Source: an optimization exercise on an open RTL-to-GDS flow (aim: small area, a short achievable clock period and few clock cycles per item). Production flows keep margins and buffers that such runs may drop.
Function was checked by simulation only, so behaviour that the tests miss may differ from the original.
No activity file was given, so power comes from the tool's default toggle rates.

==> inputs of 12-20 <==
Design sorted_priority_queue, start of the top module:
module sorted_priority_queue #(
  parameter int DEPTH = 16
) (
  input  logic               clk,
  input  logic               rst_n,
  input  logic               in_valid,
  output logic               in_ready,
  input  logic [24:0]        in_data,
  output logic               out_valid,
  input  logic               out_ready,
  output logic [17:0]        out_data
);
==> module spq_ctrl, before the edit <==
module spq_ctrl (
  input  logic clk,
  input  logic rst_n,
  input  logic in_valid,
  output logic in_ready,
  output logic out_valid,
  input  logic out_ready,
  output logic accept
);
  logic out_valid_r;
  assign in_ready  = !out_valid_r || out_ready;
  assign accept    = in_valid && in_ready;
  assign out_valid = out_valid_r;
  always_ff @(posedge clk) begin
    if (!rst_n) begin
      out_valid_r <= 1'b0;
    end else if (accept) begin
      out_valid_r <= 1'b1;
    end else if (out_ready) begin
      out_valid_r <= 1'b0;
    end
  end
endmodule
==> module spq_dp, before the edit <==
module spq_dp #(
  parameter int DEPTH = 16
) (
  input  logic               clk,
  input  logic               rst_n,
  input  logic               accept,
  input  spq_pkg::in_word_t  in_data,
  output spq_pkg::out_word_t out_data
);
  logic [spq_pkg::TAG_W-1:0]  tags_r  [DEPTH];
  logic [spq_pkg::PRIO_W-1:0] prios_r [DEPTH];
  logic [DEPTH-1:0]           valid_r;
  logic                       ovf_r;
  logic [DEPTH-1:0]           above;      
  logic [DEPTH-1:0]           sel_new, sel_up;
  logic                       is_enq, do_enq, do_deq;
  logic [spq_pkg::TAG_W-1:0]  front_r, second_tag;
  logic [DEPTH-2:0]           is_second;
  logic                       any_ahead;
  assign is_enq = (in_data.cmd == spq_pkg::CMD_ENQ);
  assign do_enq = accept && is_enq && !valid_r[DEPTH-1];
  assign do_deq = accept && !is_enq;
  function automatic logic prio_gt(input logic [spq_pkg::PRIO_W-1:0] a,
                                   input logic [spq_pkg::PRIO_W-1:0] b);
    logic gt;
    gt = 1'b0;
    for (int k = 0; k < spq_pkg::PRIO_W; k++) begin
      gt = (a[k] & ~b[k]) | (~(a[k] ^ b[k]) & gt);
    end
    prio_gt = gt;
  endfunction
  always_comb begin
    for (int i = 0; i < DEPTH; i++) begin
      above[i] = !valid_r[i] || prio_gt(prios_r[i], in_data.prio);
    end
    for (int i = 0; i < DEPTH; i++) begin
      sel_up[i]  = do_enq && (i > 0) && above[(i > 0) ? i - 1 : 0];
      sel_new[i] = do_enq && above[i] && ((i == 0) || !above[(i > 0) ? i - 1 : 0]);
    end
  end
  for (genvar g = 0; g < DEPTH; g++) begin : g_cell
    localparam int GP = (g > 0) ? g - 1 : 0;
    logic keep;
    assign keep = !(sel_up[g] || sel_new[g]);
    always_ff @(posedge clk) begin
      tags_r[g]  <= ({spq_pkg::TAG_W{keep}}        & tags_r[g])
                  | ({spq_pkg::TAG_W{sel_up[g]}}   & tags_r[GP])
                  | ({spq_pkg::TAG_W{sel_new[g]}}  & in_data.task_tag);
      prios_r[g] <= ({spq_pkg::PRIO_W{keep}}       & prios_r[g])
                  | ({spq_pkg::PRIO_W{sel_up[g]}}  & prios_r[GP])
                  | ({spq_pkg::PRIO_W{sel_new[g]}} & in_data.prio);
    end
  end
  always_ff @(posedge clk) begin
    if (!rst_n) begin
      valid_r <= '0;
    end else if (do_enq) begin
      valid_r <= {valid_r[DEPTH-2:0], 1'b1};
    end else if (do_deq) begin
      valid_r <= {1'b0, valid_r[DEPTH-1:1]};
    end
  end
  always_ff @(posedge clk) begin
    if (accept) begin
      ovf_r <= is_enq && valid_r[DEPTH-1];
    end
  end
  always_comb begin
    any_ahead  = 1'b0;
    second_tag = '0;
    for (int i = 0; i < DEPTH; i++) begin
      any_ahead = any_ahead || (valid_r[i] && above[i]);
    end
    for (int i = 0; i < DEPTH - 1; i++) begin
      is_second[i] = valid_r[i + 1] && ((i + 2 >= DEPTH) || !valid_r[(i + 2 < DEPTH) ? i + 2 : i]);
      second_tag   = second_tag | ({spq_pkg::TAG_W{is_second[i]}} & tags_r[i]);
    end
  end
  always_ff @(posedge clk) begin
    if (do_enq && !any_ahead) begin
      front_r <= in_data.task_tag;
    end else if (do_deq) begin
      front_r <= second_tag;
    end
  end
  assign out_data.front_tag   = front_r;
  assign out_data.queue_empty = !valid_r[0];
  assign out_data.overflow    = ovf_r;
endmodule
==> module sorted_priority_queue, before the edit <==
module sorted_priority_queue #(
  parameter int DEPTH = 16
) (
  input  logic               clk,
  input  logic               rst_n,
  input  logic               in_valid,
  output logic               in_ready,
  input  logic [24:0]        in_data,
  output logic               out_valid,
  input  logic               out_ready,
  output logic [17:0]        out_data
);
  spq_pkg::in_word_t  in_word;
  spq_pkg::out_word_t out_word;
  logic               accept;
  assign in_word  = in_data;
  assign out_data = out_word;
  spq_ctrl u_ctrl (
    .clk       (clk),
    .rst_n     (rst_n),
    .in_valid  (in_valid),
    .in_ready  (in_ready),
    .out_valid (out_valid),
    .out_ready (out_ready),
    .accept    (accept)
  );
  spq_dp #(
    .DEPTH (DEPTH)
  ) u_dp (
    .clk      (clk),
    .rst_n    (rst_n),
    .accept   (accept),
    .in_data  (in_word),
    .out_data (out_word)
  );
endmodule
Settings: LEC_CHECK=0, CAP_MARGIN=20, CORE_MARGIN=2, CORE_UTILIZATION=40, SETUP_SLACK_MARGIN=3.0, SLEW_MARGIN=20, BUFFER_PORTS_ARGS=-buffer_cell sky130_fd_sc_hd__buf_2, RECOVER_POWER=100; clock period 6.0 ns.
standard.sh (not shown) runs the stock make flow with config.mk's settings and CLKGATE_MAP_FILE= SYNTH_SCRIPT=/design/flow/synth_recipe.tcl, a recipe that flattens the netlist after the stock synthesis.
==> flow/flow/run.sh <==
#!/bin/bash
# Standard ORFS layout with extra settings: small port buffers and power
# (area) recovery on paths with slack to spare.
set -euo pipefail
cat >> config.mk <<'EOS'
export BUFFER_PORTS_ARGS = -buffer_cell sky130_fd_sc_hd__buf_2
export RECOVER_POWER = 100
EOS
bash standard.sh > standard_flow.log 2>&1
==> inputs of 03-09, as changes to 12-20 <==
--- a/flow/design.v
+++ b/flow/design.v
@@ -25,21 +25,37 @@
 module spq_ctrl (
-  input  logic clk,
-  input  logic rst_n,
-  input  logic in_valid,
-  output logic in_ready,
-  output logic out_valid,
-  input  logic out_ready,
-  output logic accept
+  input  logic               clk,
+  input  logic               rst_n,
+  input  logic               in_valid,
+  output logic               in_ready,
+  input  spq_pkg::in_word_t  in_data,
+  output logic               out_valid,
+  input  logic               out_ready,
+  output logic               accept,
+  output logic               exec,
+  output spq_pkg::in_word_t  item
 );
-  logic out_valid_r;
-  assign in_ready  = !out_valid_r || out_ready;
+  spq_pkg::in_word_t item_r;
+  logic              item_v_r;
+  logic              out_valid_r;
+  assign exec      = item_v_r && (!out_valid_r || out_ready);
+  assign in_ready  = !item_v_r || exec;
   assign accept    = in_valid && in_ready;
   assign out_valid = out_valid_r;
+  assign item      = item_r;
   always_ff @(posedge clk) begin
     if (!rst_n) begin
+      item_v_r    <= 1'b0;
       out_valid_r <= 1'b0;
-    end else if (accept) begin
-      out_valid_r <= 1'b1;
-    end else if (out_ready) begin
-      out_valid_r <= 1'b0;
+    end else begin
+      item_v_r <= accept || (item_v_r && !exec);
+      if (exec) begin
+        out_valid_r <= 1'b1;
+      end else if (out_ready) begin
+        out_valid_r <= 1'b0;
+      end
+    end
+  end
+  always_ff @(posedge clk) begin
+    if (accept) begin
+      item_r <= in_data;
     end
@@ -52,4 +68,6 @@
   input  logic               rst_n,
-  input  logic               accept,
+  input  logic               accept,     
   input  spq_pkg::in_word_t  in_data,
+  input  logic               exec,       
+  input  spq_pkg::in_word_t  item,
   output spq_pkg::out_word_t out_data
@@ -59,2 +77,3 @@
   logic [DEPTH-1:0]           valid_r;
+  logic [DEPTH-1:0]           gt_r;       
   logic                       ovf_r;
@@ -62,2 +81,4 @@
   logic [DEPTH-1:0]           sel_new, sel_up;
+  logic [DEPTH-1:0]           gt_in, gt_nxt;
+  logic                       gt_in_item;
   logic                       is_enq, do_enq, do_deq;
@@ -66,5 +87,5 @@
   logic                       any_ahead;
-  assign is_enq = (in_data.cmd == spq_pkg::CMD_ENQ);
-  assign do_enq = accept && is_enq && !valid_r[DEPTH-1];
-  assign do_deq = accept && !is_enq;
+  assign is_enq = (item.cmd == spq_pkg::CMD_ENQ);
+  assign do_enq = exec && is_enq && !valid_r[DEPTH-1];
+  assign do_deq = exec && !is_enq;
   function automatic logic prio_gt(input logic [spq_pkg::PRIO_W-1:0] a,
@@ -80,3 +101,3 @@
     for (int i = 0; i < DEPTH; i++) begin
-      above[i] = !valid_r[i] || prio_gt(prios_r[i], in_data.prio);
+      above[i] = !valid_r[i] || gt_r[i];
     end
@@ -94,6 +115,22 @@
                   | ({spq_pkg::TAG_W{sel_up[g]}}   & tags_r[GP])
-                  | ({spq_pkg::TAG_W{sel_new[g]}}  & in_data.task_tag);
+                  | ({spq_pkg::TAG_W{sel_new[g]}}  & item.task_tag);
       prios_r[g] <= ({spq_pkg::PRIO_W{keep}}       & prios_r[g])
                   | ({spq_pkg::PRIO_W{sel_up[g]}}  & prios_r[GP])
-                  | ({spq_pkg::PRIO_W{sel_new[g]}} & in_data.prio);
+                  | ({spq_pkg::PRIO_W{sel_new[g]}} & item.prio);
+    end
+  end
+  always_comb begin
+    gt_in_item = prio_gt(item.prio, in_data.prio);
+    for (int i = 0; i < DEPTH; i++) begin
+      gt_in[i] = prio_gt(prios_r[i], in_data.prio);
+    end
+    for (int i = 0; i < DEPTH; i++) begin
+      gt_nxt[i] = (!(sel_up[i] || sel_new[i]) && gt_in[i])
+                | (sel_up[i] && gt_in[(i > 0) ? i - 1 : 0])
+                | (sel_new[i] && gt_in_item);
+    end
+  end
+  always_ff @(posedge clk) begin
+    if (accept) begin
+      gt_r <= gt_nxt;
     end
@@ -110,3 +147,3 @@
   always_ff @(posedge clk) begin
-    if (accept) begin
+    if (exec) begin
       ovf_r <= is_enq && valid_r[DEPTH-1];
@@ -118,3 +155,3 @@
     for (int i = 0; i < DEPTH; i++) begin
-      any_ahead = any_ahead || (valid_r[i] && above[i]);
+      any_ahead = any_ahead || (valid_r[i] && gt_r[i]);
     end
@@ -125,8 +162,9 @@
   end
-  always_ff @(posedge clk) begin
-    if (do_enq && !any_ahead) begin
-      front_r <= in_data.task_tag;
-    end else if (do_deq) begin
-      front_r <= second_tag;
-    end
+  logic front_new, front_keep;
+  assign front_new  = do_enq && !any_ahead;
+  assign front_keep = !(front_new || do_deq);
+  always_ff @(posedge clk) begin
+    front_r <= ({spq_pkg::TAG_W{front_new}}  & item.task_tag)
+             | ({spq_pkg::TAG_W{do_deq}}     & second_tag)
+             | ({spq_pkg::TAG_W{front_keep}} & front_r);
   end
@@ -149,4 +187,5 @@
   spq_pkg::in_word_t  in_word;
+  spq_pkg::in_word_t  item;
   spq_pkg::out_word_t out_word;
-  logic               accept;
+  logic               exec, accept;
   assign in_word  = in_data;
@@ -158,5 +197,8 @@
     .in_ready  (in_ready),
+    .in_data   (in_word),
     .out_valid (out_valid),
     .out_ready (out_ready),
-    .accept    (accept)
+    .accept    (accept),
+    .exec      (exec),
+    .item      (item)
   );
@@ -169,2 +211,4 @@
     .in_data  (in_word),
+    .exec     (exec),
+    .item     (item),
     .out_data (out_word)
==> flow/run.sh (new file) <==
#!/bin/bash
# synth_recipe.tcl (not shown) runs the flow's synth.tcl, then flattens the netlist and writes it again
# the make line also repeats each setting of config.mk as NAME=value (left out here)
make -C /OpenROAD-flow-scripts/flow DESIGN_CONFIG=/design/flow/config.mk WORK_HOME=/design/flow/orfs CLKGATE_MAP_FILE= SYNTH_SCRIPT=/design/flow/synth_recipe.tcl finish
- BUFFER_PORTS_ARGS: -buffer_cell sky130_fd_sc_hd__buf_2 -> not set
- CTS_BUF_LIST: not set -> sky130_fd_sc_hd__clkbuf_4 sky130_fd_sc_hd__clkbuf_8
- RECOVER_POWER: 100 -> not set
removed: flow/flow/run.sh
removed: flow/standard.sh
==> qor summary <==
metric	03-09	12-20
Result of the run	timing/DRC/antenna clean	complete, but fails checks
Reasons for failing layout checks	-	capacitance limit, slew limit
Multiplexer share of the synthesized area	0%	1.12%
Final critical path time including I/O delays and setup	2940 ps	4620 ps
Relative contribution of combinational cells to total power	13.3%	30.6%
Core area	49200 sq um	46800 sq um
Worst rel slew slack	28.7%	-28.7%
Endpoint of the worst hold-timing path	u_dp.prios_r[13][3]$_DFF_P_	u_dp.prios_r[8][0]$_DFF_P_
Routed wire length on met3	7100 microns	8710 microns
Number of placement rows	81	79
Count of flip-flops with a built-in enable after synthesis	65	41
Critical path endpoint category	output port	flip-flop
Levels on crit path	4	13
Final Worst Setup Slack	3060 ps	1380 ps
Sum of buffers and inverters on the critical path	2	6
Final instance area	23100 sq um	23100 sq um
Unrepaired setup endpoints after global routing	no	yes
Switching power summed over all nets	0.00218 W	0.00343 W
Worst voltage drop across the vdd grid	0.157 mV	0.244 mV
Seq pwr share	48.0%	42.3%
Count of instances resized after the clock tree is built	30	138
Share of the clock period used by the worst path	49.0%	77.0%
Source-to-sink clock delay at the later pin of the worst-skew pair	680 ps	590 ps
Final Total Pwr	0.00751 W	0.0101 W
Sequential share of cell area	40.5%	36.0%
Testbench counts of 12-20, summed over its fixed seeds: cycles 16,008, items 16,000.
Testbench counts of 03-09, summed over its fixed seeds: cycles 16,016, items 16,000.

[what the ideal ports hide]
In the flow no input, the clock included, has a driving cell. The finished layouts below were timed again as built, in two steps. Step 1: set_driving_cell puts a clkbuf_16 on clk and a buf_2 on each other input, an assumption about the parent block. Step 2 adds t to the input delays and takes it off the output delays; t is the mean of the earliest and latest rising clock arrival at the registers after step 1. Input paths then give back, and output paths get back, about the clock's delay inside the block. a / b / c = no drivers / after step 1 / after step 2; a / b = the first two.
run	t (ns)	setup WS [ns]	worst hold slack (ns)	latest minus earliest clock arrival (ns)	slew at the worst register clock pin (ns)
12-20	0.635	1.380 / 1.394 / 0.760	0.487 / 0.487 / 0.487	0.024 / 0.025	0.06 / 0.06
03-09	0.725	3.058 / 3.032 / 2.426	0.443 / 0.443 / 0.443	0.044 / 0.044	0.07 / 0.07
For 03-09, which loses most, drivers alone change the setup slack by -0.026 ns; drivers and shift together by -0.632 ns.
